This is an optimization exercise on Yosys and OpenROAD, whose aim is small area and a short achievable clock period, not a production implementation.
Only simulation tests tie the RTL to the original design; equivalence was not proved.
Power is estimated from default activity; no workload was simulated.

==> inputs of run K <==
// datapath_top
module datapath_top (
	input  logic            clk,
	input  logic            reset_n,
	input  mips_pkg::word_t instr,
	input  mips_pkg::word_t pc_plus4,
	input  mips_pkg::word_t load_data,
	output mips_pkg::word_t alu_result,
	output mips_pkg::word_t mem_addr,
	output mips_pkg::word_t mem_wdata,
	output logic            mem_read,
	output logic            mem_write,
	output logic            branch_taken,
	output mips_pkg::word_t branch_target
);
==> module rd_merge, before the edit <==
module rd_merge (
	input  logic [3:0] part,
	input  logic       wb,
	input  logic       use_rf,     
	input  logic       use_wb,     
	output logic       val
);
	assign val = (use_rf & (|part)) | (use_wb & wb);
endmodule
==> module decode_stage, before the edit <==
module decode_stage (
	input  logic                clk,
	input  logic                reset_n,
	input  mips_pkg::word_t     instr,
	input  mips_pkg::word_t     pc_plus4,
	output logic [31:1]         rs_sel,
	output logic [31:1]         rt_sel,
	input  logic [31:0][3:0]    rs_part,
	input  logic [31:0][3:0]    rt_part,
	input  logic [31:1]         rf_valid,
	input  mips_pkg::reg_addr_t ex_wb_addr,
	input  mips_pkg::word_t     wb_data,
	output mips_pkg::ctrl_t     id_ctrl,
	output mips_pkg::word_t     id_rs_term,
	output mips_pkg::word_t     id_rt_v,
	output mips_pkg::word_t     id_bb_base,
	output logic [3:0]          id_a_byp,     
	output logic [1:0]          id_rt_byp,    
	output logic [1:0]          id_b_byp,
	output mips_pkg::reg_addr_t id_wb_addr,
	output mips_pkg::word_t     id_target
);
	logic [5:0] opcode;
	logic [5:0] funct;
	logic fn_ok;
	logic is_r, is_lw, is_sw, is_beq;
	mips_pkg::ctrl_t ctrl;
	mips_pkg::reg_addr_t wb_addr;
	mips_pkg::reg_addr_t rs;
	mips_pkg::reg_addr_t rt;
	logic byp1_rs, byp1_rt, byp2_rs, byp2_rt;
	mips_pkg::word_t rs_val, rt_val;
	assign opcode = instr[31:26];
	assign funct = instr[5:0];
	assign rs = instr[25:21];
	assign rt = instr[20:16];
	assign fn_ok = (funct == mips_pkg::fn_add) || (funct == mips_pkg::fn_sub) ||
		(funct == mips_pkg::fn_and) || (funct == mips_pkg::fn_or) ||
		(funct == mips_pkg::fn_slt);
	assign is_r = (opcode == mips_pkg::op_rtype) && fn_ok;
	assign is_lw = (opcode == mips_pkg::op_lw);
	assign is_sw = (opcode == mips_pkg::op_sw);
	assign is_beq = (opcode == mips_pkg::op_beq);
	always_comb begin
		ctrl = '0;
		ctrl.alu_src = is_lw | is_sw;
		ctrl.alu_sub = is_beq | (is_r & ((funct == mips_pkg::fn_sub) || (funct == mips_pkg::fn_slt)));
		ctrl.alu_and = is_r & (funct == mips_pkg::fn_and);
		ctrl.alu_or = is_r & (funct == mips_pkg::fn_or);
		ctrl.alu_slt = is_r & (funct == mips_pkg::fn_slt);
		ctrl.mem_read = is_lw;
		ctrl.mem_write = is_sw;
		ctrl.branch = is_beq;
	end
	assign wb_addr = is_r ? instr[15:11] : (is_lw ? rt : 5'd0);
	assign byp1_rs = (id_wb_addr != 5'd0) && (id_wb_addr == rs);
	assign byp1_rt = (id_wb_addr != 5'd0) && (id_wb_addr == rt);
	assign byp2_rs = !byp1_rs && (ex_wb_addr != 5'd0) && (ex_wb_addr == rs);
	assign byp2_rt = !byp1_rt && (ex_wb_addr != 5'd0) && (ex_wb_addr == rt);
	logic [3:0] rs_lo, rt_lo;
	logic [7:0] rs_hi, rt_hi;
	reg_predec u_rs_pre (.r (rs), .lo (rs_lo), .hi (rs_hi));
	reg_predec u_rt_pre (.r (rt), .lo (rt_lo), .hi (rt_hi));
	for (genvar i = 1; i < 32; i++) begin : g_sel
		reg_sel u_rs (.lo (rs_lo[i % 4]), .hi (rs_hi[i / 4]), .valid (rf_valid[i]), .sel (rs_sel[i]));
		reg_sel u_rt (.lo (rt_lo[i % 4]), .hi (rt_hi[i / 4]), .valid (rf_valid[i]), .sel (rt_sel[i]));
	end
	for (genvar b = 0; b < 32; b++) begin : g_val
		rd_merge u_rs (
			.part   (rs_part[b]),
			.wb     (wb_data[b]),
			.use_rf (!byp1_rs && !byp2_rs),
			.use_wb (byp2_rs),
			.val    (rs_val[b])
		);
		rd_merge u_rt (
			.part   (rt_part[b]),
			.wb     (wb_data[b]),
			.use_rf (!byp1_rt && !byp2_rt),
			.use_wb (byp2_rt),
			.val    (rt_val[b])
		);
	end
	mips_pkg::word_t ext;
	logic sub;
	logic ld1;
	assign ext = {{16{instr[15]}}, instr[15:0]};
	assign sub = ctrl.alu_sub;
	assign ld1 = id_ctrl.mem_read;
	always_ff @(posedge clk) begin
		id_rs_term <= {32{reset_n & !byp1_rs}} & (rs_val ^ {32{sub}});
		id_rt_v <= {32{reset_n}} & rt_val;
		id_bb_base <= {32{reset_n}} & (ctrl.alu_src ? ext : rt_val);
		id_target <= {32{reset_n}} & (pc_plus4 + {ext[29:0], 2'b00});
	end
	always_ff @(posedge clk) begin
		if (!reset_n) begin
			id_ctrl <= '0;
			id_a_byp <= '0;
			id_rt_byp <= '0;
			id_b_byp <= '0;
			id_wb_addr <= '0;
		end else begin
			id_ctrl <= ctrl;
			id_a_byp <= {byp1_rs & ld1 & sub, byp1_rs & ld1 & !sub,
				byp1_rs & !ld1 & sub, byp1_rs & !ld1 & !sub};
			id_rt_byp <= {byp1_rt & ld1, byp1_rt & !ld1};
			id_b_byp <= {byp1_rt & ld1 & !ctrl.alu_src, byp1_rt & !ld1 & !ctrl.alu_src};
			id_wb_addr <= wb_addr;
		end
	end
endmodule
clock: 7.5 ns
lec_check: 0
cap_margin: 20
core_margin: 2
core_utilization: 40
setup_slack_margin: 5.0
slew_margin: 20
synth_hierarchical: 1
standard.sh (not shown) runs the stock make flow with config.mk's settings and CLKGATE_MAP_FILE= SYNTH_SCRIPT=/design/flow/synth_recipe.tcl, a recipe that flattens the netlist after the stock synthesis.
==> flow/flow/run.sh <==
#!/bin/bash
# The standard flow, with plain buffers (not delay cells) on the ports, the
# resizer free to swap cell footprints, and a clock tree of smaller buffers
# without dummy loads. synthesis runs unchanged first.
set -euo pipefail
bash standard.sh synth > flow_synth.log 2>&1
bash standard.sh MATCH_CELL_FOOTPRINT=0 \
  "BUFFER_PORTS_ARGS=-buffer_cell sky130_fd_sc_hd__buf_2" \
  "CTS_ARGS=-sink_clustering_enable -repair_clock_nets -dont_use_dummy_load -buf_list sky130_fd_sc_hd__clkbuf_8" \
  finish > flow_layout.log 2>&1
==> run Y: changes against run K <==
--- a/flow/design.v
+++ b/flow/design.v
@@ -117,12 +117,52 @@
 	assign sel = lo & hi & valid;
 endmodule
-module rd_merge (
+module rd_or4 (
 	input  logic [3:0] part,
+	output logic       y
+);
+	logic n01, n23;
+	rd_nor2 u_n01 (.a (part[0]), .b (part[1]), .y (n01));
+	rd_nor2 u_n23 (.a (part[2]), .b (part[3]), .y (n23));
+	rd_nand2 u_y (.a (n01), .b (n23), .y (y));
+endmodule
+module rd_nor2 (
+	input  logic a,
+	input  logic b,
+	output logic y
+);
+	assign y = ~(a | b);
+endmodule
+module rd_nand2 (
+	input  logic a,
+	input  logic b,
+	output logic y
+);
+	assign y = ~(a & b);
+endmodule
+module rs_fetch_bit (
+	input  logic       rf,      
+	input  logic       wb,
+	input  logic       kp,      
+	input  logic       kn,      
+	input  logic       kwp,     
+	input  logic       kwn,     
+	output logic       term
+);
+	assign term = (kp & rf) | (kn & ~rf) | (kwp & wb) | (kwn & ~wb);
+endmodule
+module rt_fetch_bit (
+	input  logic       rf,      
 	input  logic       wb,
-	input  logic       use_rf,     
-	input  logic       use_wb,     
-	output logic       val
+	input  logic       ext,
+	input  logic       kr_rf,   
+	input  logic       kr_wb,   
+	input  logic       kb_rf,   
+	input  logic       kb_wb,   
+	input  logic       kb_imm,  
+	output logic       rt_v,
+	output logic       bb_base
 );
-	assign val = (use_rf & (|part)) | (use_wb & wb);
+	assign rt_v = (kr_rf & rf) | (kr_wb & wb);
+	assign bb_base = (kb_rf & rf) | (kb_wb & wb) | (kb_imm & ext);
 endmodule
 module decode_stage (
@@ -157,5 +197,4 @@
 	mips_pkg::reg_addr_t rt;
 	logic byp1_rs, byp1_rt, byp2_rs, byp2_rt;
-	mips_pkg::word_t rs_val, rt_val;
 	assign opcode = instr[31:26];
 	assign funct = instr[5:0];
@@ -193,30 +232,44 @@
 		reg_sel u_rt (.lo (rt_lo[i % 4]), .hi (rt_hi[i / 4]), .valid (rf_valid[i]), .sel (rt_sel[i]));
 	end
-	for (genvar b = 0; b < 32; b++) begin : g_val
-		rd_merge u_rs (
-			.part   (rs_part[b]),
-			.wb     (wb_data[b]),
-			.use_rf (!byp1_rs && !byp2_rs),
-			.use_wb (byp2_rs),
-			.val    (rs_val[b])
-		);
-		rd_merge u_rt (
-			.part   (rt_part[b]),
-			.wb     (wb_data[b]),
-			.use_rf (!byp1_rt && !byp2_rt),
-			.use_wb (byp2_rt),
-			.val    (rt_val[b])
-		);
-	end
 	mips_pkg::word_t ext;
 	logic sub;
 	logic ld1;
+	logic rs_rf, rt_rf;
+	mips_pkg::word_t rs_term, rt_v, bb_base;
 	assign ext = {{16{instr[15]}}, instr[15:0]};
 	assign sub = ctrl.alu_sub;
 	assign ld1 = id_ctrl.mem_read;
+	assign rs_rf = reset_n && !byp1_rs && !byp2_rs;
+	assign rt_rf = reset_n && !byp1_rt && !byp2_rt;
+	for (genvar b = 0; b < 32; b++) begin : g_val
+		logic rs_or, rt_or;
+		rd_or4 u_rs_or (.part (rs_part[b]), .y (rs_or));
+		rd_or4 u_rt_or (.part (rt_part[b]), .y (rt_or));
+		rs_fetch_bit u_rs (
+			.rf   (rs_or),
+			.wb   (wb_data[b]),
+			.kp   (rs_rf & !sub),
+			.kn   (rs_rf & sub),
+			.kwp  (reset_n & byp2_rs & !sub),
+			.kwn  (reset_n & byp2_rs & sub),
+			.term (rs_term[b])
+		);
+		rt_fetch_bit u_rt (
+			.rf      (rt_or),
+			.wb      (wb_data[b]),
+			.ext     (ext[b]),
+			.kr_rf   (rt_rf),
+			.kr_wb   (reset_n & byp2_rt),
+			.kb_rf   (rt_rf & !ctrl.alu_src),
+			.kb_wb   (reset_n & byp2_rt & !ctrl.alu_src),
+			.kb_imm  (reset_n & ctrl.alu_src),
+			.rt_v    (rt_v[b]),
+			.bb_base (bb_base[b])
+		);
+	end
 	always_ff @(posedge clk) begin
-		id_rs_term <= {32{reset_n & !byp1_rs}} & (rs_val ^ {32{sub}});
-		id_rt_v <= {32{reset_n}} & rt_val;
-		id_bb_base <= {32{reset_n}} & (ctrl.alu_src ? ext : rt_val);
+		id_rs_term <= rs_term;
+		id_rt_v <= rt_v;
+		id_bb_base <= bb_base;
 		id_target <= {32{reset_n}} & (pc_plus4 + {ext[29:0], 2'b00});
 	end
--- a/flow/config.mk
+++ b/flow/config.mk
@@ -9,5 +9,6 @@
 export CORE_MARGIN = 2
 export CORE_UTILIZATION = 40
-export SETUP_SLACK_MARGIN = 5.0
+export SETUP_SLACK_MARGIN = 4.7
 export SLEW_MARGIN = 20
 export SYNTH_HIERARCHICAL = 1
+export TNS_END_PERCENT = 10
==> qor summary <==
Run status: run K timing/DRC/antenna clean; run Y timing/DRC/antenna clean
Final standard cell utilization of the core: run K 51.75%; run Y 47.05%
Avg Synthesized Cell Area: run K 13.32 um^2; run Y 13.33 um^2
End point of the most critical hold path: run K u_id_ex.target_q[28]$_SDFF_PN0_; run Y u_id_ex.target_q[29]$_SDFF_PN0_
Routed via count: run K 47320; run Y 44020
Total of plain and repair buffers excluding clock buffers: run K 628; run Y 399
Count of cells along the worst register-to-register path: run K 12; run Y 10
Fmax: run K 318.9 MHz; run Y 339.2 MHz
Post-route fraction of the period consumed by the critical path: run K 41.81%; run Y 39.31%
Share of cell area taken by multi-input logic gates: run K 33.96%; run Y 33.44%
Clock insertion delay at the later pin of the skew report: run K 0.92 ns; run Y 0.94 ns
PD cells: run K 179.1 mW/mm^2; run Y 194.9 mW/mm^2
Final routed wire length divided by cell count: run K 35.20 um; run Y 29.70 um
Leakage power summed over all cells: run K 0.02507 uW; run Y 0.02312 uW
Share of cells above drive strength 1: run K 37.31%; run Y 25.76%
Multi-input comb cells: run K 2819; run Y 2817
Worst slack at placement: run K 2.929 ns; run Y 2.979 ns
Routed WL: run K 245500 um; run Y 201700 um
Number of global-route vias before repair: run K 44830; run Y 41900
Initial core utilization: run K 40.13%; run Y 40.23%
Worst slew pin tran: run K 0.9366 ns; run Y 1.182 ns
Overall Global Routing Usage: run K 31.50%; run Y 26.07%
Pwr Total: run K 13270 uW; run Y 13160 uW

[static timing again, ports no longer ideal]
The flow's constraints put no driver on any port. The routed layouts listed below were extracted and timed again, unchanged, in two steps. Step 1 (the two cells are an assumption about what drives the block):
set clk [get_ports {clk}]
set_driving_cell -lib_cell sky130_fd_sc_hd__clkbuf_16 $clk
set_driving_cell -lib_cell sky130_fd_sc_hd__buf_2 [delete_from_list [all_inputs] $clk]
Step 2, shift: input delay + t, output delay - t, t = (earliest + latest rising clock arrival at the registers) / 2. This alone moves slack from input paths to output paths. Three values: ideal ports, drivers, drivers and shift; two values: the first two.
run	t (ns)	setup WS [ns]	worst setup path at the end	worst register clock-pin slew, ns	worst data-port slew with drivers (ns)
run K	0.972	4.364 / 4.344 / 3.372	input to register	0.07 / 0.07	0.14
run Y	0.973	4.552 / 4.513 / 3.625	input to register	0.06 / 0.06	0.16
After both steps every run listed still meets setup and hold. For run K, which loses most, drivers alone change the setup slack by -0.020 ns; drivers and shift together by -0.992 ns.
